Source: an optimization exercise on an open RTL-to-GDS flow (aim: small area, a short achievable clock period and few clock cycles per item). Production flows keep margins and buffers that such runs may drop. No run shown here included a check of the RTL's function; only the layout flow was run. No activity file was given, so power comes from the tool's default toggle rates.

## flow/design.v

```verilog
package ostb_pkg;
    localparam int TIMER_COUNT_DEF = 16;
    localparam int PERIOD_BITS_DEF = 16;
    localparam int CMD_BITS    = 3;
    localparam int INDEX_BITS  = 4;
    localparam int PERIOD_W    = 16;
    localparam int MASK_BITS   = 16;
    localparam int PRESC_BITS  = 8;
    localparam logic [PRESC_BITS-1:0] PRESCALE_RESET = 8'd100;
    typedef enum logic [CMD_BITS-1:0] {
        CMD_TICK       = 3'd0,
        CMD_CONFIGURE  = 3'd1,
        CMD_START      = 3'd2,
        CMD_STOP       = 3'd3,
        CMD_DEINIT     = 3'd4,
        CMD_CLEAR_FLAG = 3'd5,
        CMD_QUERY      = 3'd6,
        CMD_DEINIT_ALL = 3'd7
    } t_cmd;
    typedef enum logic [2:0] {
        S_IDLE,
        S_EXEC,
        S_START_WR,
        S_PASS,
        S_FINISH
    } t_state;
    typedef struct packed {
        logic active;    
        logic expired;   
    } t_step;
endpackage
module ostb_ram #(
    parameter int WIDTH = 16,
    parameter int DEPTH = 16,
    localparam int AW   = (DEPTH > 1) ? $clog2(DEPTH) : 1
) (
    input  logic             i_clk,
    input  logic             i_we,
    input  logic [AW-1:0]    i_waddr,
    input  logic [WIDTH-1:0] i_wdata,
    input  logic [AW-1:0]    i_raddr,
    output logic [WIDTH-1:0] o_rdata
);
    logic [WIDTH-1:0] r_mem [DEPTH];
    logic [WIDTH-1:0] r_rdata;
    always_ff @(posedge i_clk) begin
        if (i_we) begin
            r_mem[i_waddr] <= i_wdata;
        end
        r_rdata <= r_mem[i_raddr];
    end
    assign o_rdata = r_rdata;
endmodule
module ostb_step #(
    parameter int PERIOD_BITS = 16
) (
    input  logic [PERIOD_BITS-1:0] i_period,
    input  logic [PERIOD_BITS-1:0] i_remaining,
    output logic [PERIOD_BITS-1:0] o_remaining,
    output ostb_pkg::t_step        o_res
);
    always_comb begin
        o_res.active  = (i_period != '0) && (i_remaining != '0);
        o_remaining   = i_remaining - PERIOD_BITS'(1);
        o_res.expired = o_res.active && (o_remaining == '0);
    end
endmodule
module one_shot_timer_bank #(
    parameter int TIMER_COUNT = ostb_pkg::TIMER_COUNT_DEF,
    parameter int PERIOD_BITS = ostb_pkg::PERIOD_BITS_DEF
) (
    input  logic                            i_clk,
    input  logic                            i_rst_n,
    input  logic                            i_cfg_we,
    input  logic [ostb_pkg::PRESC_BITS-1:0] i_cfg_wdata,
    input  logic                            i_cmd_valid,
    output logic                            o_cmd_ready,
    input  logic [ostb_pkg::CMD_BITS-1:0]   i_cmd,
    input  logic [ostb_pkg::INDEX_BITS-1:0] i_cmd_index,
    input  logic [ostb_pkg::PERIOD_W-1:0]   i_cmd_period,
    input  logic                            i_cmd_cben,
    output logic                            o_res_valid,
    input  logic                            i_res_ready,
    output logic                            o_res_pass_done,
    output logic [ostb_pkg::MASK_BITS-1:0]  o_res_expired_mask,
    output logic [ostb_pkg::MASK_BITS-1:0]  o_res_fire_mask,
    output logic                            o_res_elapsed
);
    localparam int NT = 16;
    localparam int PB = 16;
    localparam logic [2:0] CMD_TICK       = 3'd0;
    localparam logic [2:0] CMD_CONFIGURE  = 3'd1;
    localparam logic [2:0] CMD_START      = 3'd2;
    localparam logic [2:0] CMD_STOP       = 3'd3;
    localparam logic [2:0] CMD_DEINIT     = 3'd4;
    localparam logic [2:0] CMD_CLEAR_FLAG = 3'd5;
    localparam logic [2:0] CMD_QUERY      = 3'd6;
    localparam logic [2:0] CMD_DEINIT_ALL = 3'd7;
    logic          r_rdy;
    logic [7:0]    r_limit;
    logic [7:0]    r_presc;
    logic          r_pn;        
    logic          n_pn;
    logic [PB-1:0] r_p [NT];    
    logic [PB-1:0] r_r [NT];    
    logic [NT-1:0] r_pnz;       
    logic [NT-1:0] r_rnz;       
    logic [NT-1:0] r_flag;
    logic [NT-1:0] r_cben;
    logic          r_ov, r_sv;
    logic          r_o_pass, r_o_el;
    logic [NT-1:0] r_o_exp, r_o_fire;
    logic          r_s_pass, r_s_el;
    logic [NT-1:0] r_s_exp;
    logic          acc;
    logic          c_tick, c_cfg, c_start, c_stop, c_deinit, c_clr, c_dall, c_keep;
    logic          pass;
    logic [NT-1:0] sel;
    logic [NT-1:0] active, last, expd, dec;
    logic [PB-1:0] zlo [NT];
    logic [NT-1:0] n_flag, n_pnz, n_rnz;
    logic          elapsed;
    logic          out_free, n_ov, n_sv;
    function automatic logic [PB-1:0] zeros_below(input logic [PB-1:0] v);
        logic [PB-1:0] z;
        z[0] = 1'b1;
        for (int k = 1; k < PB; k++) z[k] = z[k-1] & !v[k-1];
        zeros_below = z;
    endfunction
    assign acc = i_cmd_valid & r_rdy;
    always_comb begin
        c_tick   = acc && (i_cmd == CMD_TICK);
        c_cfg    = acc && (i_cmd == CMD_CONFIGURE);
        c_start  = acc && (i_cmd == CMD_START);
        c_stop   = acc && (i_cmd == CMD_STOP);
        c_deinit = acc && (i_cmd == CMD_DEINIT);
        c_clr    = acc && (i_cmd == CMD_CLEAR_FLAG);
        c_dall   = acc && (i_cmd == CMD_DEINIT_ALL);
        c_keep   = (i_cmd == CMD_TICK) || (i_cmd == CMD_START) ||
                   (i_cmd == CMD_STOP) || (i_cmd == CMD_QUERY);
        pass     = c_tick & r_pn;
        sel      = NT'(1) << i_cmd_index;
    end
    always_comb begin
        for (int t = 0; t < NT; t++) begin
            active[t] = r_pnz[t] & r_rnz[t];
            zlo[t]    = zeros_below(r_r[t]);
            last[t]   = active[t] & zlo[t][PB-1] & !r_r[t][PB-1];
            expd[t]   = pass & last[t];
            dec[t]    = pass & active[t];
            n_flag[t] = r_flag[t] | expd[t];
            n_pnz[t]  = r_pnz[t];
            n_rnz[t]  = r_rnz[t] & !expd[t];
            if (sel[t] & c_cfg) begin
                n_pnz[t]  = (i_cmd_period != '0);
                n_flag[t] = 1'b0;
            end
            if (sel[t] & c_start) n_rnz[t] = r_pnz[t];
            if (sel[t] & c_stop)  n_rnz[t] = 1'b0;
            if ((sel[t] & c_deinit) | c_dall) begin
                n_pnz[t]  = 1'b0;
                n_rnz[t]  = 1'b0;
                n_flag[t] = 1'b0;
            end
            if (sel[t] & c_clr) n_flag[t] = 1'b0;
        end
        elapsed = c_keep & (r_flag[i_cmd_index] | (pass & last[i_cmd_index]));
    end
    always_ff @(posedge i_clk) begin
        for (int t = 0; t < NT; t++) begin
            if (sel[t] & c_cfg) begin
                r_p[t]    <= i_cmd_period - PB'(1);
                r_cben[t] <= i_cmd_cben;
            end
            r_r[t] <= (sel[t] & c_start) ? r_p[t] : r_r[t] ^ ({PB{dec[t]}} & zlo[t]);
        end
    end
    always_comb begin
        out_free = !r_ov | i_res_ready;
        n_ov = r_ov;
        n_sv = r_sv;
        if (out_free) begin
            n_ov = r_sv | acc;
            n_sv = r_sv & acc;
        end else if (acc) begin
            n_sv = 1'b1;
        end
    end
    always_ff @(posedge i_clk) begin
        if (out_free) begin
            if (r_sv) begin
                r_o_pass <= r_s_pass;
                r_o_exp  <= r_s_exp;
                r_o_fire <= r_s_exp & r_cben;
                r_o_el   <= r_s_el;
            end else begin
                r_o_pass <= pass;
                r_o_exp  <= expd;
                r_o_fire <= expd & r_cben;
                r_o_el   <= elapsed;
            end
        end
        if (acc & !out_free) begin
            r_s_pass <= pass;
            r_s_exp  <= expd;
            r_s_el   <= elapsed;
        end
    end
    always_comb begin
        if (i_cfg_we)    n_pn = ({1'b0, r_presc} + 9'd1 >= {1'b0, i_cfg_wdata});
        else if (pass)   n_pn = (8'd1 >= r_limit);
        else if (c_tick) n_pn = ({1'b0, r_presc} + 9'd2 >= {1'b0, r_limit});
        else             n_pn = r_pn;
    end
    always_ff @(posedge i_clk) begin
        if (!i_rst_n) begin
            r_rdy   <= 1'b1;
            r_ov    <= 1'b0;
            r_sv    <= 1'b0;
            r_limit <= 8'd100;
            r_presc <= '0;
            r_pn    <= 1'b0;
            r_pnz   <= '0;
            r_rnz   <= '0;
            r_flag  <= '0;
        end else begin
            r_ov    <= n_ov;
            r_sv    <= n_sv;
            r_rdy   <= !(n_ov & n_sv);
            r_pnz   <= n_pnz;
            r_rnz   <= n_rnz;
            r_flag  <= n_flag;
            r_pn    <= n_pn;
            if (i_cfg_we) begin
                r_limit <= i_cfg_wdata;
            end
            if (c_tick) begin
                r_presc <= pass ? 8'd0 : r_presc + 8'd1;
            end
        end
    end
    assign o_cmd_ready        = r_rdy;
    assign o_res_valid        = r_ov;
    assign o_res_pass_done    = r_o_pass;
    assign o_res_expired_mask = r_o_exp;
    assign o_res_fire_mask    = r_o_fire;
    assign o_res_elapsed      = r_o_el;
endmodule
```

## flow/run.sh

```bash
#!/bin/bash
# synth_recipe.tcl (not shown) runs the flow's synth.tcl, then flattens the netlist and writes it again
# the make line also repeats each setting of config.mk as NAME=value (left out here)
make -C /OpenROAD-flow-scripts/flow DESIGN_CONFIG=/design/flow/config.mk WORK_HOME=/design/flow/orfs CLKGATE_MAP_FILE= SYNTH_SCRIPT=/design/flow/synth_recipe.tcl finish
```

## flow/config.mk

```make
export PLATFORM = sky130hd
export DESIGN_NAME = one_shot_timer_bank
export DESIGN_NICKNAME = one_shot_timer_bank
export VERILOG_FILES = /design/flow/design.v
export SDC_FILE = /design/flow/constraint.sdc
export NUM_CORES = 4
export LEC_CHECK = 0
export ABC_AREA = 1
export CAP_MARGIN = 20
export CORE_MARGIN = 2
export CORE_UTILIZATION = 40
export CTS_CLUSTER_DIAMETER = 100
export CTS_CLUSTER_SIZE = 30
export PLACE_DENSITY = 0.6
export SETUP_SLACK_MARGIN = 2.8
export SLEW_MARGIN = 20
```

## flow/constraint.sdc

```tcl
create_clock -name core_clock -period 5.0 [get_ports {i_clk}]
set_input_delay 1.0000 -clock core_clock [delete_from_list [all_inputs] [get_ports {i_clk}]]
set_output_delay 1.0000 -clock core_clock [all_outputs]
set_load 0.01 [all_outputs]
```

==> flow_summary_export.csv, run 1 <==
group,metric,value,unit
run_status,status,"complete, no violations",
synthesis,syn_avg_cell_area,9.562,um^2
worst_setup_path,crit_type,"primary input to flip-flop",
die,coreArea,65510,um^2
sta,finalHoldViolCount,0,
final_layout,layout-drive-gt1-share,21.85,%
cts,cts_sinks,648,
synthesis,yosysUniqueCellTypes,53,
placement,place_ws,1.199,ns
die,fp.dieArea,67980,um^2
sta,relSlewSlack,30.03,%
final_layout,final_common_cell,"nand2_1",
synthesis,synthCells,2757,
synthesis,ys_ff_latch,648,
sta,fin_crit,2.255,ns
final_layout,synthToLayoutAreaGrowth,20.64,%
power,vdd_drop_max,253.5,uV
global_routing,globalRouteOverflowTotal,0,
drt,drc,0,
drt,drt_iter0_markers,1484,
die,fp.dieH,260.7,um
cts,cts-root-buf,"clkbuf_16",
sta,worstMarginPinSlew,1.049,ns
worst_setup_path,cp.required,5.51,ns
global_routing,grt_pass1_wl,101.2,mm
global_routing,grt_max_degree,35,
sta,setup_tns,0,ns
sta,slew_viol_final,0,
global_routing,antenna_found_initial,7,
synthesis,syn_area,26360,um^2
global_routing,grt_pass1_vias,18370,
global_routing,grtUsageTotal,19.05,%
synthesis,synth_edf_count,324,
synthesis,ys_warn_count,4,
die,start_util,40.24,%
final_layout,diodes,0,
drt,wl_per_cell,17.40,um
drt,routed_wl,66.89,mm
final_layout,nNetsFinal,3031,
sta,finalSetupViolations,0,
sta,clock-skew-final,0.03010,ns
worst_setup_path,startpoint_type,"primary input",
placement,hpwl,41.77,mm
worst_setup_path,endpoint_kind,"flip-flop",
power,power_leakage,11.92,nW
die,die_x,260.7,um
power,power_density,309.5,nW/um^2
synthesis,syn_nets,2829,
final_layout,final_cell_mix,"nand2_1 (449), nor2_1 (391), edfxtp_1 (324), dfxtp_1 (318), a31oi_1 (203)",
cts,clk_latency,0.62,ns
worst_setup_path,cp_max_fo,5,
final_layout,num-fill-cells,5914,
placement,place.gp.congestion,0.8562,
placement,port_buffers,72,
cts,clkTransAtPathRegs,0.12,ns
cts,cts_buffers,26,
flow_run,cap_violations,0,
drt,vias,19830,
cts,cts.path.max_buffers,3,
cts,h-tree-depth,1,
worst_setup_path,arrival,2.77,ns
sta,fin_crit_sh,45.11,%
drt,dr.pass1.iters,5,
sta,rsz0062_at_grt,"true",
sta,max_freq,443.4,MHz
synthesis,synth-async-reset-ratio,0,%
cts,tritoncts,"done",
synthesis,synth_seq_area_share,61.51,%
worst_hold_path,hp-class,"flip-flop to flip-flop",
sta,worst_slack,2.745,ns
drt,viasPerCell,5.160,
synthesis,synth_ff_type,"edfxtp_1",
die,io_pins,73,
die,rows,94,
drt,postRouteAntennaNets,0,
-- metal layers --
metal / GRT usage, % / share of wire, % / wire, um / vias up
li1: - / - / - / 9696
met1: 25.72 / 44 / 29750 / 9553
met2: 32.00 / 47 / 31760 / 475
met3: 2.603 / 5.1 / 3420 / 100
met4: 5.429 / 2.9 / 1935 / 4
met5: 0 / 0.033 / 22 / -
-- synthesized netlist by cell type, types with 2 or more instances --
cell	number	share of area (%)
nor2_1	489	7.0
nand4_1	9	0.21
nor3_4	2	0.12
a221o_1	3	0.11
inv_2	37	0.53
buf_6	2	0.085
or2_2	12	0.28
buf_1	6	0.085
o31ai_1	2	0.057
ha_1	35	1.7
nor4_1	5	0.12
o21ai_0	114	2.2
nor3b_1	5	0.14
nor2_2	23	0.55
o211ai_1	2	0.057
xor2_1	14	0.47
o22ai_1	6	0.14
o211a_1	4	0.15
xnor2_1	31	1.0
dfxtp_1	324	25
a21oi_2	2	0.066
inv_1	253	3.6
nor3_1	20	0.38
or2_1	9	0.21
nor2_4	30	1.3
and2_1	11	0.26
nand3_1	100	1.9
or2_0	5	0.12
o21bai_1	2	0.057
nand2_1	485	6.9
clkinv_1	3	0.043
buf_4	2	0.057
clkbuf_1	36	0.51
a31oi_1	206	4.9
a21oi_1	96	1.8
buf_2	7	0.13
nand3_2	3	0.11
edfxtp_1	324	37
a211oi_1	9	0.26
nand2_2	13	0.31
a21o_1	2	0.057
a22oi_1	3	0.085
-- registers in the layout (all words and copies together) (netlist names), 8 cells and up --
signal,flops
r_cben,16
r_rnz,16
r_o_exp,16
r_o_fire,16
r_r,256
r_flag,16
r_s_exp,16
r_pnz,16
r_p,256
r_presc,8
r_limit,8
-- power by group --
| part | switching, W | internal, W | total [W] |
|---|---|---|---|
| sequential | 0.000198 | 0.00587 | 0.00607 |
| clock | 0.00163 | 0.00109 | 0.00272 |
| combinational | 0.000663 | 0.000387 | 0.00105 |
-- worst max-delay path: stages --
cell	delay (ns)
buf_2	0.13
clkinvlp_4	0.11
nand4_4	0.21
buf_12	0.21
buf_16	0.13
nor2_4	0.15
nand2_4	0.09
nor2_4	0.10
inv_2	0.06
nor2_4	0.14
nand2_4	0.07
nor2_4	0.15
nand3_2	0.10
nand2_2	0.06
a21oi_1	0.05
-- path summary, 6_finish.rpt --
check        slack [ns]          to  depth (start not counted)  startpoint
max                2.74  r_r[9][14]                         15    i_cmd[2]
min                0.45  r_r[12][2]                          2  r_p[12][2]
max reg2reg        2.80  r_r[9][14]                         16       r_rdy
min reg2reg        0.45  r_r[12][2]                          2  r_p[12][2]
-- through the flow --
stage / hold slack [ns] / cell area [um^2] / util, % / total power, W / cells
global route: 0.4723 / 31800 / 48.55 / 0.01025 / 3843
global placement: 0.4254 / 29070 / 44.38 / 0.007112 / 3658
CTS: 0.4556 / 30960 / 47.27 / 0.009875 / 3789
detailed placement: 0.4298 / 29070 / 44.38 / 0.007150 / 3658
finish: 0.4493 / 31800 / 48.55 / 0.009843 / 3843
floorplan: 0.4190 / 27430 / - / 0.006793 / 2757
-- repair_timing --
action	CTS	global route
hold buffers	0	0
resized for setup	317	143
gates cloned	13	0
pin swaps	65	85
buffers inserted	70	54
setup endpoints to repair	915	341
-- cells by family after synthesis --
group | synth area share, %
AND/OR/NAND/NOR | 20.25
flip-flops | 61.51
AO/OA/AOI/OAI | 10.00
buffers and inverters | 5.045
XOR/XNOR | 1.495
adder cells (fa/ha/maj) | 1.661
multiplexers | 0.03797
-- layout make-up --
class	count	area (um^2)	share of cell area [%]
timing repair inverter	1	7.507	0.02360
tap	864	1081	3.399
multi-input combinational	1772	10420	32.75
inverter	293	1190	3.741
sequential	648	16230	51.02
timing repair buffer	217	2069	6.507
clock inverter	4	43.79	0.1377
clock buffer	44	770.7	2.423
==> run 2: changes to the inputs <==
--- a/flow/config.mk
+++ b/flow/config.mk
@@ -12,5 +12,5 @@
 export CTS_CLUSTER_DIAMETER = 100
 export CTS_CLUSTER_SIZE = 30
 export PLACE_DENSITY = 0.6
-export SETUP_SLACK_MARGIN = 2.8
+export SETUP_SLACK_MARGIN = 2.7
 export SLEW_MARGIN = 20
==> run 2 against run 1 <==
Synthesized area unchanged. Worst hold slack got worse by 0.0024 ns. Clock power barely moved. Die area unchanged. First-iteration DRC count increased by 5.5%. Largest power group unchanged. Design area fell by 0.73%. Synthesized cell count unchanged. Setup slack worse by 0.036 ns. Wire length grew 1.2%. Non-clock buffer count shrank 12. Critical path depth grew 2. Still clean on timing, DRC and antenna.
==> flow_summary_export.csv, run 2 <==
group,metric,value,unit
run_status,status,"complete, no violations",
synthesis,yosys.area_share.simple,20.25,%
power,vdd_drop_max,253.9,uV
global_routing,antenna_found_initial,2,
final_layout,num-fill-cells,5892,
drt,vias,19610,
die,io_pins,73,
global_routing,grt_max_degree,35,
synthesis,synth_area_leader_cell,"edfxtp_1",
sta,max_freq,436.3,MHz
placement,port_buffers,72,
power,sw_frac_of_total,25.66,%
sta,relSlewSlack,31.02,%
die,coreArea,65510,um^2
sta,rsz0062_at_grt,"true",
sta,fin_crit_sh,45.84,%
cts,clk_latency,0.63,ns
sta,fin_crit,2.292,ns
synthesis,synth.area.top_cells,"edfxtp_1 (37%), dfxtp_1 (25%), nor2_1 (7.0%), nand2_1 (6.9%), a31oi_1 (4.9%)",
power,intPower,0.007271,W
worst_hold_path,min-delay-start,"r_p[6][2]",
synthesis,syn_area,26360,um^2
die,rows,94,
sta,clock-skew-final,0.03918,ns
synthesis,synth-async-reset-ratio,0,%
final_layout,register_area,16220,um^2
cts,cts_sinks,648,
worst_setup_path,startpoint_type,"primary input",
drt,dr.pass1.iters,6,
final_layout,final_cell_mix,"nand2_1 (460), nor2_1 (405), edfxtp_1 (324), dfxtp_1 (322), inv_1 (210)",
die,fp.dieArea,67980,um^2
synthesis,synth_compound_area_share,10.00,%
power,p_comb_share,10.5,%
worst_hold_path,hold_depth,2,
worst_setup_path,crit_type,"primary input to flip-flop",
synthesis,synth_fa_ha_area_share,1.661,%
global_routing,grt_pass1_vias,18560,
placement,place.gp.congestion,0.8926,
synthesis,synth_seq_area_share,61.51,%
drt,drc,0,
power,p_seq_share,62.0,%
worst_setup_path,cp_max_fo,8,
sta,finalHoldViolCount,0,
sta,hold_slack,0.4469,ns
synthesis,synth_top_family_by_area,"simple AND/OR/NAND/NOR gates",
synthesis,synthCells,2757,
synthesis,ys_warn_count,4,
global_routing,grt_pass1_wl,102.5,mm
sta,finalSetupViolations,0,
drt,wl_per_cell,17.66,um
worst_setup_path,arrival,2.81,ns
worst_hold_path,whs_endpoint,"r_r[6][2]",
power,power_density,309.8,nW/um^2
final_layout,nNetsFinal,3020,
cts,holdBufCountCts,0,
global_routing,globalRouteOverflowTotal,0,
final_layout,reg_top3,"r_p x256, r_r x256",
die,die_x,260.7,um
worst_hold_path,hp-class,"flip-flop to flip-flop",
final_layout,multiInputGateArea,10170,um^2
worst_setup_path,reg2reg_depth,13,
synthesis,syn_nets,2829,
worst_setup_path,reg2reg_to,"r_o_el",
global_routing,grt_util_met2,32.49,%
drt,routed_wl,67.68,mm
final_layout,layout-drive-gt1-share,18.30,%
flow_run,cap_violations,0,
cts,clkTransAtPathRegs,0.12,ns
final_layout,final_common_cell,"nand2_1",
sta,worstMarginPinSlew,1.033,ns
worst_setup_path,rr_startpoint,"r_r[5][9]",
synthesis,synth_most_common_cell,"nor2_1",
power,power_leakage,11.78,nW
cts,cts_buffers,26,
cts,tritoncts,"done",
drt,viasPerCell,5.117,
synthesis,ys_ff_latch,648,
worst_setup_path,endpoint_kind,"flip-flop",
synthesis,synthMuxAreaShare,0.03797,%
placement,hpwl,42.11,mm
global_routing,grt_busiest_layer,"met2",
cts,h-tree-depth,1,
global_routing,grtUsageMet3,2.263,%
synthesis,syn_avg_cell_area,9.562,um^2
synthesis,synth_ff_type,"edfxtp_1",
global_routing,globalRouteMet1Util,26.30,%
power,switchingPower,0.002510,W
drt,postRouteAntennaNets,0,
die,fp.dieH,260.7,um
synthesis,synth_xor_area_share,1.495,%
final_layout,synthToLayoutAreaGrowth,19.76,%
drt,drt_iter0_markers,1566,
synthesis,synth_common_cells,"nor2_1 (489), nand2_1 (485), dfxtp_1 (324), edfxtp_1 (324), inv_1 (253)",
synthesis,yosysUniqueCellTypes,53,
worst_setup_path,ff2ff_setup_slack,2.87,ns
worst_setup_path,cp.required,5.52,ns
cts,cts-root-buf,"clkbuf_16",
synthesis,synth_edf_count,324,
cts,cts.path.max_buffers,3,
sta,slew_viol_final,0,
global_routing,grtUsageTotal,19.40,%
power,pwr-share-clk,27.5,%
die,start_util,40.24,%
sta,setup_tns,0,ns
synthesis,synth_top_area_share,36.91,%
final_layout,diodes,0,
==> run 2: changes by cell type in the layout (fill, tap and decap cells not counted), moves of 9 or more <==
cell             previous run  this run
inv_2                      66        52
buf_2                      42         4
nor2_4                    123       110
a21oi_1                    69        88
a21oi_2                    28         9
clkdlybuf4s15_1             0        20
nor2_1                    391       405
inv_1                     200       210
buf_4                     107        95
nand2_1                   449       460
clkbuf_2                    0         9
==> run 2: power groups by stage <==
stage,registers [W],logic [W],clock network [W]
after floorplan,0.00614,0.000639,0
after global placement,0.00616,0.000937,0
after detailed placement,0.00617,0.000965,0
after CTS,0.00606,0.00101,0.00275
after global routing,0.00610,0.00116,0.00291
final,0.00607,0.00103,0.00269
==> run 2: kinds of logic after synthesis <==
| kind of cell | Yosys count |
|---|---|
| adders and majority gates | 35 |
| and+or+nand+nor | 1228 |
| DFF | 648 |
| xor gates and xnor gates | 45 |
| buffers and inverters | 346 |
| muxes | 1 |
| AOI/OAI and AO/OA | 454 |
==> run 2: worst max path at each step <==
stage                    startpoint    endpoint  cells past startpoint
finish              i_cmd_period[0]    r_pnz[1]                     17
global route              r_r[5][9]      r_o_el                     13
CTS                 i_cmd_period[0]    r_pnz[1]                     17
detailed placement  i_cmd_period[3]  r_p[5][10]                     10
global placement    i_cmd_period[0]  r_p[5][10]                     11
floorplan           i_cmd_period[0]    r_pnz[7]                     14
==> run 2: timing repair <==
item,4_1_cts,5_1_grt
pin swaps,60,36
hold endpoints to repair,0,0
cloned,14,2
endpoints found under the setup margin,881,411
gates resized for setup,237,97
setup buffers,88,23
==> run 2: routing by layer <==
metal	part of all wire, %	vias to the layer above
li1	-	9671
met1	45	9399
met2	47	443
met3	4.6	94
met4	3.1	2
met5	0.015	-
==> run 2: metrics by stage <==
step / util (%) / std cells / power (W) / worst slack [ns] / instance area, um^2
floorplan: - / 2757 / 0.006783 / 2.325 / 27210
global placement: 44.17 / 3657 / 0.007101 / 1.085 / 28940
detailed placement: 44.17 / 3657 / 0.007139 / 1.041 / 28940
CTS: 47.55 / 3807 / 0.009824 / 2.647 / 31150
global route: 48.20 / 3832 / 0.01017 / 2.648 / 31570
finish: 48.20 / 3832 / 0.009781 / 2.708 / 31570
==> run 2: layout make-up <==
class | instances | area share, %
Clock buffer | 41 | 2.239
Clock inverter | 7 | 0.2180
Inverter | 293 | 3.828
Multi-Input combinational cell | 1773 | 32.22
Sequential cell | 648 | 51.38
Tap cell | 864 | 3.424
Timing Repair Buffer | 205 | 6.670
Timing Repair inverter | 1 | 0.02378
==> run 2: critical path: stages <==
cell and delay [ns]:
buf_6 0.11, clkinvlp_4 0.08, ha_4 0.14, nand2_4 0.05, nor2_4 0.10, inv_2 0.05
nor2_2 0.13, inv_2 0.07, nor2_4 0.12, inv_2 0.06, nor4_4 0.15, buf_4 0.17
nand3_4 0.09, nor2_4 0.15, buf_6 0.12, buf_12 0.13, a21oi_1 0.07
==> run 3: changes to the inputs <==
--- a/flow/config.mk
+++ b/flow/config.mk
@@ -12,5 +12,5 @@
 export CTS_CLUSTER_DIAMETER = 100
 export CTS_CLUSTER_SIZE = 30
 export PLACE_DENSITY = 0.6
-export SETUP_SLACK_MARGIN = 2.7
+export SETUP_SLACK_MARGIN = 2.9
 export SLEW_MARGIN = 20
==> run 3 against run 2 <==
Die area unchanged. Core utilization up 2.7 points. Global-route usage grew 0.27 points. Register-to-register slack got worse by 0.03 ns. Combinational power is 9.7% higher. Synthesized cell count did not move. Power up 2.5%. First-iteration DRC count fell by 6.6%. Design area is 5.6% higher. Non-clock buffer count rose by 78. Sequential cell count unchanged. Sequential share of layout area is 2.7 points lower.
==> flow_summary_export.csv, run 3 <==
group,metric,value,unit
worst_setup_path,crit_chain,"buf_2",
synthesis,synth_ff_type,"edfxtp_1",
power,power_density,300.8,nW/um^2
die,start_util,40.24,%
synthesis,syn_area,26360,um^2
worst_setup_path,crit_slowest_cell,"edfxtp_1",
drt,postRouteAntennaNets,0,
synthesis,ys_ff_latch,648,
cts,tritoncts,"done",
synthesis,synth_top_area_share,36.91,%
flow_run,cap_violations,0,
worst_setup_path,arrival,1.25,ns
sta,slew_viol_final,0,
final_layout,reg_top3,"r_p x256, r_r x256",
placement,place_ws,0.9703,ns
placement,place.gp.congestion,0.8720,
sta,finalSetupViolations,0,
final_layout,num-fill-cells,5725,
synthesis,synth_edf_count,324,
final_layout,nNetsFinal,3102,
synthesis,synth_common_cells,"nor2_1 (489), nand2_1 (485), dfxtp_1 (324), edfxtp_1 (324), inv_1 (253)",
synthesis,syn_avg_cell_area,9.562,um^2
die,io_pins,73,
sta,max_freq,443.7,MHz
global_routing,antenna_found_initial,4,
sta,relSlewSlack,33.94,%
synthesis,synth-async-reset-ratio,0,%
synthesis,syn_nets,2829,
global_routing,grt_max_degree,35,
cts,cts_sinks,648,
drt,drc,0,
cts,h-tree-depth,1,
final_layout,synthToLayoutAreaGrowth,26.43,%
synthesis,synthCells,2757,
worst_setup_path,endpoint_kind,"output port",
worst_setup_path,cp_max_fo,1,
drt,dr.pass1.iters,5,
synthesis,synth_area_leader_cell,"edfxtp_1",
drt,vias,20160,
global_routing,globalRouteOverflowTotal,0,
drt,drt_iter0_markers,1462,
cts,holdBufCountCts,0,
cts,cts.path.max_buffers,3,
drt,wl_per_cell,17.60,um
final_layout,fin_util,50.88,%
worst_setup_path,startpoint_type,"flip-flop",
worst_setup_path,max_stage_delay,0.47,ns
die,fp.dieArea,67980,um^2
global_routing,grt_pass1_vias,19180,
final_layout,multiInputGateArea,11040,um^2
synthesis,yosysUniqueCellTypes,53,
sta,fin_crit_sh,45.08,%
sta,rsz0062_at_grt,"true",
final_layout,layout-drive-gt1-share,26.92,%
sta,finalHoldViolCount,0,
worst_setup_path,crit_type,"flip-flop to output port",
cts,clk_latency,0.61,ns
synthesis,synth_seq_area_share,61.51,%
final_layout,final_common_cell,"nand2_1",
sta,clock-skew-final,0.02566,ns
run_status,status,"complete, no violations",
worst_setup_path,critPathTopFamily,"flip-flops",
die,fp.dieH,260.7,um
power,vdd_drop_max,348.6,uV
die,die_x,260.7,um
final_layout,register_area,16230,um^2
sta,worst_slack,2.746,ns
worst_setup_path,crit_buf_inv,1,
sta,worstMarginPinSlew,0.9898,ns
sta,hold_slack,0.4509,ns
power,power_leakage,12.47,nW
drt,routed_wl,68.89,mm
synthesis,ys_warn_count,4,
worst_setup_path,cp.required,4.00,ns
cts,cts-root-buf,"clkbuf_16",
global_routing,grt_pass1_wl,105.2,mm
placement,hpwl,42.22,mm
cts,cts_buffers,27,
drt,viasPerCell,5.150,
worst_hold_path,hp-class,"flip-flop to flip-flop",
die,rows,94,
final_layout,final_cell_mix,"nand2_1 (431), nor2_1 (367), edfxtp_1 (324), dfxtp_1 (318), a31oi_1 (200)",
die,coreArea,65510,um^2
synthesis,synth_most_common_cell,"nor2_1",
cts,clkTransAtPathRegs,0.12,ns
sta,fin_crit,2.254,ns
global_routing,grtUsageTotal,19.66,%
sta,setup_tns,0,ns
placement,port_buffers,72,
power,finalPower,0.01003,W
synthesis,synth.area.top_cells,"edfxtp_1 (37%), dfxtp_1 (25%), nor2_1 (7.0%), nand2_1 (6.9%), a31oi_1 (4.9%)",
[run 3: cell counts after synthesis]
No cell type changed its count.
[run 3: metrics by stage]
step	instance area, um^2	cells
after detailed placement	29290	3654
after global placement	29290	3654
final	33330	3915
after floorplan	27770	2757
after global routing	33330	3914
after CTS	32250	3862
[run 3: repair_timing]
action | in CTS | in global routing
pin swaps | 121 | 133
gates cloned | 17 | 1
gates resized for setup | 393 | 196
endpoints found under the setup margin | 932 | 395
setup buffers | 142 | 51
[run 3: logic make-up after synthesis]
kind of cell               Yosys count  synth area share, %
AOI/OAI and AO/OA                  454                10.00
xor gates and xnor gates            45                1.495
adders and majority gates           35                1.661
buffers and inverters              346                5.045
DFF                                648                61.51
muxes                                1              0.03797
and+or+nand+nor                   1228                20.25
[run 3: routing by layer]
layer  vias up  share of wire, %  global-route usage (%)
met1      9771                46                   27.73
met2       458                47                   32.60
met4         2               2.0                   4.286
met5         -             0.019                       0
met3        89               5.3                   2.214
li1       9841                 -                       -
[run 3: power by group]
group          switching, W  internal (W)
combinational      0.000712      0.000423
sequential         0.000211       0.00587
clock               0.00168       0.00113
total               0.00260       0.00743
[run 3: cell type report]
class	count	area share, %
Sequential cell	648	48.70
Multi-Input combinational cell	1775	33.11
Timing Repair Buffer	283	8.604
Inverter	293	3.713
Tap cell	864	3.243
Clock buffer	42	2.354
Clock inverter	7	0.2290
Timing Repair inverter	2	0.04505
Antenna cell	1	0.007508
[run 3: worst paths after layout]
kind         startpoint       endpoint  slack [ns]  depth (start not counted)
max reg2reg   r_r[0][5]         r_o_el        2.84                         11
min reg2reg   r_p[6][2]      r_r[6][2]        0.45                          2
min           r_p[6][2]      r_r[6][2]        0.45                          2
max              r_o_el  o_res_elapsed        2.75                          1
==> run 4: changes to the inputs <==
--- a/flow/design.v
+++ b/flow/design.v
@@ -96,22 +96,19 @@
     localparam logic [2:0] CMD_CLEAR_FLAG = 3'd5;
     localparam logic [2:0] CMD_QUERY      = 3'd6;
     localparam logic [2:0] CMD_DEINIT_ALL = 3'd7;
-    logic          r_rdy;
     logic [7:0]    r_limit;
     logic [7:0]    r_presc;
     logic          r_pn;        
     logic          n_pn;
-    logic [PB-1:0] r_p [NT];    
-    logic [PB-1:0] r_r [NT];    
+    logic [PB-1:0] r_p [NT];
+    logic [PB-1:0] r_r [NT];
     logic [NT-1:0] r_pnz;       
     logic [NT-1:0] r_rnz;       
     logic [NT-1:0] r_flag;
     logic [NT-1:0] r_cben;
-    logic          r_ov, r_sv;
+    logic          r_ov;
     logic          r_o_pass, r_o_el;
     logic [NT-1:0] r_o_exp, r_o_fire;
-    logic          r_s_pass, r_s_el;
-    logic [NT-1:0] r_s_exp;
     logic          acc;
     logic          c_tick, c_cfg, c_start, c_stop, c_deinit, c_clr, c_dall, c_keep;
     logic          pass;
@@ -120,14 +117,15 @@
     logic [PB-1:0] zlo [NT];
     logic [NT-1:0] n_flag, n_pnz, n_rnz;
     logic          elapsed;
-    logic          out_free, n_ov, n_sv;
+    logic          out_free;
     function automatic logic [PB-1:0] zeros_below(input logic [PB-1:0] v);
         logic [PB-1:0] z;
         z[0] = 1'b1;
         for (int k = 1; k < PB; k++) z[k] = z[k-1] & !v[k-1];
         zeros_below = z;
     endfunction
-    assign acc = i_cmd_valid & r_rdy;
+    assign out_free = !r_ov | i_res_ready;
+    assign acc      = i_cmd_valid & out_free;
     always_comb begin
         c_tick   = acc && (i_cmd == CMD_TICK);
         c_cfg    = acc && (i_cmd == CMD_CONFIGURE);
@@ -144,9 +142,9 @@
     always_comb begin
         for (int t = 0; t < NT; t++) begin
             active[t] = r_pnz[t] & r_rnz[t];
+            last[t]   = active[t] & (r_r[t] == PB'(1));
+            expd[t]   = pass & last[t];
             zlo[t]    = zeros_below(r_r[t]);
-            last[t]   = active[t] & zlo[t][PB-1] & !r_r[t][PB-1];
-            expd[t]   = pass & last[t];
             dec[t]    = pass & active[t];
             n_flag[t] = r_flag[t] | expd[t];
             n_pnz[t]  = r_pnz[t];
@@ -169,41 +167,18 @@
     always_ff @(posedge i_clk) begin
         for (int t = 0; t < NT; t++) begin
             if (sel[t] & c_cfg) begin
-                r_p[t]    <= i_cmd_period - PB'(1);
+                r_p[t]    <= i_cmd_period;
                 r_cben[t] <= i_cmd_cben;
             end
             r_r[t] <= (sel[t] & c_start) ? r_p[t] : r_r[t] ^ ({PB{dec[t]}} & zlo[t]);
         end
     end
-    always_comb begin
-        out_free = !r_ov | i_res_ready;
-        n_ov = r_ov;
-        n_sv = r_sv;
+    always_ff @(posedge i_clk) begin
         if (out_free) begin
-            n_ov = r_sv | acc;
-            n_sv = r_sv & acc;
-        end else if (acc) begin
-            n_sv = 1'b1;
-        end
-    end
-    always_ff @(posedge i_clk) begin
-        if (out_free) begin
-            if (r_sv) begin
-                r_o_pass <= r_s_pass;
-                r_o_exp  <= r_s_exp;
-                r_o_fire <= r_s_exp & r_cben;
-                r_o_el   <= r_s_el;
-            end else begin
-                r_o_pass <= pass;
-                r_o_exp  <= expd;
-                r_o_fire <= expd & r_cben;
-                r_o_el   <= elapsed;
-            end
-        end
-        if (acc & !out_free) begin
-            r_s_pass <= pass;
-            r_s_exp  <= expd;
-            r_s_el   <= elapsed;
+            r_o_pass <= pass;
+            r_o_exp  <= expd;
+            r_o_fire <= expd & r_cben;
+            r_o_el   <= elapsed;
         end
     end
     always_comb begin
@@ -214,9 +189,7 @@
     end
     always_ff @(posedge i_clk) begin
         if (!i_rst_n) begin
-            r_rdy   <= 1'b1;
             r_ov    <= 1'b0;
-            r_sv    <= 1'b0;
             r_limit <= 8'd100;
             r_presc <= '0;
             r_pn    <= 1'b0;
@@ -224,9 +197,7 @@
             r_rnz   <= '0;
             r_flag  <= '0;
         end else begin
-            r_ov    <= n_ov;
-            r_sv    <= n_sv;
-            r_rdy   <= !(n_ov & n_sv);
+            r_ov    <= acc | (r_ov & !i_res_ready);
             r_pnz   <= n_pnz;
             r_rnz   <= n_rnz;
             r_flag  <= n_flag;
@@ -239,7 +210,7 @@
             end
         end
     end
-    assign o_cmd_ready        = r_rdy;
+    assign o_cmd_ready        = out_free;
     assign o_res_valid        = r_ov;
     assign o_res_pass_done    = r_o_pass;
     assign o_res_expired_mask = r_o_exp;
--- a/flow/config.mk
+++ b/flow/config.mk
@@ -9,8 +9,6 @@
 export CAP_MARGIN = 20
 export CORE_MARGIN = 2
 export CORE_UTILIZATION = 40
-export CTS_CLUSTER_DIAMETER = 100
-export CTS_CLUSTER_SIZE = 30
 export PLACE_DENSITY = 0.6
-export SETUP_SLACK_MARGIN = 2.9
+export SETUP_SLACK_MARGIN = 2.6
 export SLEW_MARGIN = 20
==> run 4 against run 3 <==
Still clean on timing, DRC and antenna. Sequential share of layout area is 0.080 points higher. Sequential cell count is 20 lower. First-iteration DRC count is 2.8% lower. Wire length is 0.29% higher. Critical endpoint is now o_cmd_ready. Largest power group unchanged. Highest routed layer unchanged.
==> flow_summary_export.csv, run 4 <==
group,metric,value,unit
drt,drc,0,
final_layout,num-fill-cells,5862,
worst_hold_path,hold_depth,2,
synthesis,yosysUniqueCellTypes,48,
final_layout,layout-drive-gt1-share,15.66,%
synthesis,synth_ff_type,"dfxtp_1",
synthesis,syn_avg_cell_area,9.445,um^2
cts,clk_latency,0.61,ns
power,power_density,375.6,nW/um^2
synthesis,ys_warn_count,4,
final_layout,synthToLayoutAreaGrowth,23.19,%
synthesis,synth_most_common_cell,"nand2_1",
synthesis,synth_area_leader_cell,"edfxtp_1",
drt,drt_iter0_markers,1421,
power,p_comb_share,8.7,%
die,start_util,40.40,%
worst_setup_path,rr_startpoint,"r_ov",
die,fp.dieArea,67160,um^2
worst_hold_path,min-delay-start,"r_p[2][0]",
final_layout,final_cell_mix,"nand2_1 (463), nor2_1 (404), dfxtp_1 (318), edfxtp_1 (306), inv_1 (240)",
final_layout,nNetsFinal,3044,
sta,setup_tns,0,ns
worst_hold_path,whs_endpoint,"r_r[2][0]",
power,sw_frac_of_total,24.10,%
worst_setup_path,reg2reg_to,"r_r[14][8]",
worst_setup_path,cp.required,4.00,ns
placement,port_buffers,72,
flow_run,cap_violations,0,
power,pwr-share-clk,42.7,%
sta,slew_viol_final,0,
synthesis,synth_edf_count,306,
sta,finalSetupViolations,0,
placement,placed_area,28300,um^2
sta,finalHoldViolCount,0,
power,vdd_drop_max,395.5,uV
placement,dp_cells,3659,
cts,tritoncts,"done",
cts,cts_buffers,68,
worst_setup_path,critPathLaunch,"i_res_ready",
global_routing,globalRouteOverflowTotal,0,
die,io_pins,73,
worst_setup_path,reg2reg_depth,15,
cts,cts_sinks,628,
drt,dr.pass1.iters,5,
synthesis,syn_nets,2828,
placement,hpwl,42.80,mm
sta,relSlewSlack,30.71,%
global_routing,grt_pass1_wl,106.8,mm
die,rows,93,
final_layout,reg_top3,"r_p x256, r_r x256",
global_routing,grt_pass1_vias,19120,
synthesis,synth_common_cells,"nand2_1 (472), nor2_1 (435), dfxtp_1 (322)",
final_layout,final_common_cell,"nand2_1",
synthesis,syn_area,26040,um^2
drt,routed_wl,69.09,mm
cts,cts-root-buf,"clkbuf_16",
synthesis,ys_ff_latch,628,
worst_setup_path,crit_type,"primary input to output port",
die,coreArea,64460,um^2
sta,rsz0062_at_grt,"true",
final_layout,register_area,15650,um^2
cts,cts.path.max_buffers,3,
sta,worstMarginPinSlew,1.036,ns
cts,holdBufCountCts,0,
synthesis,synth.area.top_cells,"edfxtp_1 (35%), dfxtp_1 (25%), nand2_1 (6.8%), nor2_1 (6.3%), a31oi_1 (4.4%)",
drt,vias,20070,
worst_setup_path,arrival,1.39,ns
sta,fin_crit_sh,47.76,%
synthesis,synth-async-reset-ratio,0,%
worst_hold_path,hp-class,"flip-flop to flip-flop",
run_status,status,"complete, no violations",
cts,h-tree-depth,3,
sta,clock-skew-final,0.02561,ns
global_routing,grt_max_degree,35,
power,switchingPower,0.002904,W
final_layout,final_cell_count_no_fill,3883,
final_layout,multiInputGateArea,9758,um^2
sta,hold_slack,0.4419,ns
global_routing,antenna_found_initial,7,
sta,max_freq,418.7,MHz
synthesis,synthCells,2757,
worst_setup_path,ff2ff_setup_slack,2.77,ns
die,fp.dieH,259.2,um
drt,postRouteAntennaNets,0,
power,finalPower,0.01205,W
power,power_leakage,12.50,nW
power,p_seq_share,48.6,%
global_routing,grtUsageTotal,20.52,%
placement,place.gp.congestion,0.8507,
power,intPower,0.009145,W
drt,wl_per_cell,17.79,um
synthesis,synth_top_area_share,35.29,%
sta,fin_crit,2.388,ns
worst_setup_path,cp_max_fo,3,
worst_setup_path,endpoint_kind,"output port",
final_layout,final_cell_area,32080,um^2
die,die_x,259.2,um
cts,clkTransAtPathRegs,0.06,ns
drt,viasPerCell,5.168,
worst_setup_path,startpoint_type,"primary input",
synthesis,synth_seq_area_share,60.04,%
-- run 4: cell count changes in the layout (fill, tap and decap cells not counted), moves of 37 or more --
cell	delta
nor2_4	-82
inv_1	+53
inv_2	-44
a21oi_1	+42
buf_4	-42
clkbuf_16	+42
nor2_1	+37
-- run 4: worst max-delay path by stage --
stage,end,slack [ns],depth (start not counted)
finish,o_cmd_ready,2.61,4
global route,r_r[15][12],2.55,18
CTS,o_cmd_ready,2.20,4
detailed placement,r_r[13][11],0.98,14
global placement,r_r[13][11],1.02,14
floorplan,r_cben[1],2.29,6
-- run 4: metal layers --
metal  track usage [%]  vias to the layer above  wire length (um)  share of wire [%]
li1                  -                     9841                 -                  -
met1             28.93                     9615             32360                 47
met2             32.77                      514             30920                 45
met3             3.134                       94              4252                6.2
met4             5.955                        4              1539                2.2
met5                 0                        -                17              0.025
-- run 4: worst max-delay path, stage by stage --
cell and delay (ns):
buf_8 0.11, inv_12 0.07, nand2_8 0.04, dlymetal6s2s_1 0.16
-- run 4: final cells by class --
cell class	instances	share of cell area [%]
flip-flops and latches	628	48.78
multi-input cells	1783	30.42
repair buffers	199	6.443
clock buffers	99	6.338
inverters	287	3.654
well taps	855	3.335
clock inverters	25	0.8892
repair inverters	6	0.1404
diodes	1	0.007800
-- run 4: power groups by stage --
stage | Sequential, W | Combinational [W] | Clock [W]
2_1_floorplan | 0.00592 | 0.000688 | 0
3_3_place_gp | 0.00595 | 0.000975 | 0
3_5_place_dp | 0.00596 | 0.00100 | 0
4_1_cts | 0.00585 | 0.00103 | 0.00527
5_1_grt | 0.00589 | 0.00118 | 0.00546
6_report | 0.00586 | 0.00104 | 0.00515
-- run 4: logic make-up (layout without fill, tap and decap cells) --
| family | count (synthesis) | count (layout) | synth area share (%) |
|---|---|---|---|
| and+or+nand+nor | 1241 | 1243 | 21.50 |
| DFF | 628 | 628 | 60.04 |
| AOI/OAI and AO/OA | 455 | 455 | 9.883 |
| buffers and inverters | 348 | 616 | 5.213 |
| xor gates and xnor gates | 49 | 49 | 1.648 |
| adders and majority gates | 34 | 34 | 1.634 |
| muxes | 2 | 2 | 0.08648 |
| other | 0 | 1 | 0 |
-- run 4: what timing repair did --
action,in CTS,in global routing
pin swaps,31,19
gates cloned,11,0
setup buffers,65,23
endpoints found under the setup margin,654,346
gates resized for setup,130,69
-- run 4: metrics by stage --
stage	worst slack (ns)	utilization, %
6_report	2.612	49.77
5_1_grt	2.548	49.76
4_1_cts	2.204	49.17
3_5_place_dp	0.9766	43.91
3_3_place_gp	1.020	43.91
2_1_floorplan	2.293	-
==> run 5: changes to the inputs <==
--- a/flow/config.mk
+++ b/flow/config.mk
@@ -9,6 +9,8 @@
 export CAP_MARGIN = 20
 export CORE_MARGIN = 2
 export CORE_UTILIZATION = 40
+export CTS_CLUSTER_DIAMETER = 100
+export CTS_CLUSTER_SIZE = 30
 export PLACE_DENSITY = 0.6
-export SETUP_SLACK_MARGIN = 2.6
+export SETUP_SLACK_MARGIN = 2.9
 export SLEW_MARGIN = 20
==> run 5 against run 4 <==
Setup slack better by 0.038 ns. Worst hold slack better by 0.0062 ns. Design area up 4.1%. Largest cell class unchanged. Largest power group unchanged.
==> flow_summary_export.csv, run 5 <==
group,metric,value,unit
run_status,status,"complete, no violations",
synthesis,synth_edf_count,306,
synthesis,syn_nets,2828,
global_routing,grt_max_degree,36,
synthesis,synth_area_leader_cell,"edfxtp_1",
synthesis,synth.area.top_cells,"edfxtp_1 (35%), dfxtp_1 (25%), nand2_1 (6.8%), nor2_1 (6.3%), a31oi_1 (4.4%)",
worst_hold_path,hp-class,"flip-flop to flip-flop",
final_layout,final_cell_area,33390,um^2
sta,max_freq,425.5,MHz
worst_setup_path,cp.required,4.00,ns
synthesis,synth_seq_area_share,60.04,%
synthesis,synth_top_area_share,35.29,%
die,coreArea,64460,um^2
final_layout,final_cell_count_no_fill,3942,
sta,fin_crit_sh,47.00,%
sta,worst_slack,2.650,ns
global_routing,grtUsageTotal,20.84,%
power,vdd_drop_max,224.5,uV
synthesis,synthCells,2757,
sta,slew_viol_final,0,
placement,hpwl,43.80,mm
die,start_util,40.40,%
placement,placed_area,28790,um^2
worst_setup_path,endpoint_kind,"output port",
placement,port_buffers,72,
sta,finalHoldViolCount,0,
drt,drc,0,
sta,rsz0062_at_grt,"true",
cts,h-tree-depth,1,
final_layout,reg_top3,"r_p x256, r_r x256",
sta,fin_crit,2.350,ns
sta,clock-skew-final,0.03145,ns
drt,viasPerCell,5.220,
global_routing,grt_pass1_vias,19380,
final_layout,layout-drive-gt1-share,25.86,%
cts,clk_latency,0.61,ns
worst_setup_path,crit_buf_inv,3,
final_layout,nNetsFinal,3138,
worst_setup_path,crit_type,"primary input to output port",
final_layout,final_cell_mix,"nand2_1 (400), nor2_1 (370), dfxtp_1 (315), edfxtp_1 (306), inv_1 (218)",
final_layout,synthToLayoutAreaGrowth,28.23,%
power,power_leakage,12.85,nW
drt,postRouteAntennaNets,0,
drt,wl_per_cell,18.56,um
worst_setup_path,max_stage_delay,0.13,ns
global_routing,grt_pass1_wl,108.7,mm
sta,setup_tns,0,ns
synthesis,yosysUniqueCellTypes,48,
worst_setup_path,crit_chain,"buf_8 -> inv_12 -> nand2_8 -> buf_6",
synthesis,synth_common_cells,"nand2_1 (472), nor2_1 (435), dfxtp_1 (322)",
drt,dr.pass1.iters,7,
placement,place_ws,1.058,ns
synthesis,synth-async-reset-ratio,0,%
worst_setup_path,startpoint_type,"primary input",
synthesis,ys_warn_count,4,
sta,worstMarginPinSlew,0.6717,ns
drt,vias,20580,
worst_setup_path,critPathTopFamily,"buffers and inverters",
synthesis,synth_ff_type,"dfxtp_1",
die,fp.dieArea,67160,um^2
synthesis,synth_most_common_cell,"nand2_1",
final_layout,num-fill-cells,5669,
global_routing,antenna_found_initial,4,
cts,cts_buffers,26,
cts,cts_sinks,628,
die,fp.dieH,259.2,um
cts,clkTransAtPathRegs,0.11,ns
sta,relSlewSlack,55.22,%
cts,cts.path.max_buffers,3,
synthesis,syn_area,26040,um^2
cts,cts-root-buf,"clkbuf_16",
die,rows,93,
worst_setup_path,cp_max_fo,2,
cts,tritoncts,"done",
flow_run,cap_violations,0,
final_layout,final_common_cell,"nand2_1",
synthesis,ys_ff_latch,628,
sta,finalSetupViolations,0,
die,die_x,259.2,um
worst_setup_path,arrival,1.35,ns
placement,dp_cells,3663,
worst_setup_path,crit_slowest_cell,"buf_6",
drt,drt_iter0_markers,1677,
global_routing,globalRouteOverflowTotal,0,
power,power_density,292.8,nW/um^2
placement,place.gp.congestion,0.8835,
synthesis,syn_avg_cell_area,9.445,um^2
drt,routed_wl,73.18,mm
die,io_pins,73,
run 5: tightest hold or removal path, delay by kind of cell, from the launching register on:
kind,cells,cell delay (ns)
and+or+nand+nor,2,0.10
DFF,1,0.34
run 5: cell type report:
type	count	area, um^2	area share [%]
flip-flops and latches	628	15650	46.88
multi-input cells	1781	11110	33.27
repair buffers	334	3445	10.32
inverters	287	1204	3.604
well taps	855	1070	3.204
clock buffers	42	763.2	2.286
clock inverters	5	77.57	0.2323
repair inverters	9	67.56	0.2023
diodes	1	2.502	0.007494
run 5: final timing paths:
| kind | start | to | slack (ns) | cells after the start |
|---|---|---|---|---|
| setup / recovery | i_res_ready | o_cmd_ready | 2.65 | 4 |
| hold / removal | r_p[15][12] | r_r[15][12] | 0.45 | 2 |
| setup reg to reg | r_ov | r_r[8][11] | 2.80 | 14 |
| hold reg to reg | r_p[15][12] | r_r[15][12] | 0.45 | 2 |
run 5: repair_timing:
action / CTS / global route
buffers inserted: 141 / 73
cloned: 11 / 6
hold buffers: 0 / 0
pin swaps: 105 / 157
gates resized for setup: 387 / 262
endpoints found under the setup margin: 655 / 484
run 5: metal layers:
layer,GRT usage [%],vias to the layer above,part of all wire (%)
met5,0,-,0.015
met4,4.965,2,2.1
met3,2.734,94,5.4
met2,35.12,512,48
met1,28.53,10000,44
li1,-,9968,-
run 5: per-stage QoR:
stage               utilization, %  hold WS, ns  power [W]
global placement             44.67       0.4290   0.006968
detailed placement           44.66       0.4315   0.007008
floorplan                        -       0.4190   0.006637
CTS                          49.10       0.4500   0.009733
global route                 51.80       0.4750    0.01019
finish                       51.80       0.4480   0.009778
run 5: kinds of logic (layout without fill, tap and decap cells):
group,Yosys count,count (layout),share of synthesized area [%]
other,0,1,0
adder cells (fa/ha/maj),34,34,1.634
buffers and inverters,348,677,5.213
AO/OA/AOI/OAI,455,455,9.883
AND/OR/NAND/NOR,1241,1241,21.50
XOR/XNOR,49,49,1.648
flip-flops,628,628,60.04
multiplexers,2,2,0.08648
run 5: power breakdown:
part           switching, W  internal, W  total (W)  leakage, nW
Combinational      0.000767     0.000430    0.00120         6.97
Sequential         0.000211      0.00566    0.00587         5.49
Clock               0.00162      0.00109    0.00271        0.401

==> afterwards: timing with drivers on the ports <==
How much do the figures lean on ideal ports? The routed layouts below were timed once more, with nothing changed but the port constraints. Step 1 (the two cells are an assumption about what drives the block):
set clk [get_ports {i_clk}]
set_driving_cell -lib_cell sky130_fd_sc_hd__clkbuf_16 $clk
set_driving_cell -lib_cell sky130_fd_sc_hd__buf_2 [delete_from_list [all_inputs] $clk]
Step 2, shift: input delay + t, output delay - t, t = (earliest + latest rising clock arrival at the registers) / 2. This alone moves slack from input paths to output paths. Slacks: ideal / step 1 / step 2; pairs: ideal / step 1.
run | shift t [ns] | setup WS [ns] | cell pins on the clock port's net
run 1 | 0.664 | 2.745 / 2.768 / 2.104 | 1
run 2 | 0.673 | 2.708 / 2.676 / 2.061 | 1
run 3 | 0.651 | 2.746 / 2.689 / 2.122 | 1
run 4 | 0.660 | 2.612 / 2.563 / 1.913 | 1
run 5 | 0.665 | 2.650 / 2.610 / 2.034 | 1
After both steps setup and hold are still met in every run listed. For run 4, which loses most, drivers alone change the setup slack by -0.049 ns; drivers and shift together by -0.699 ns.
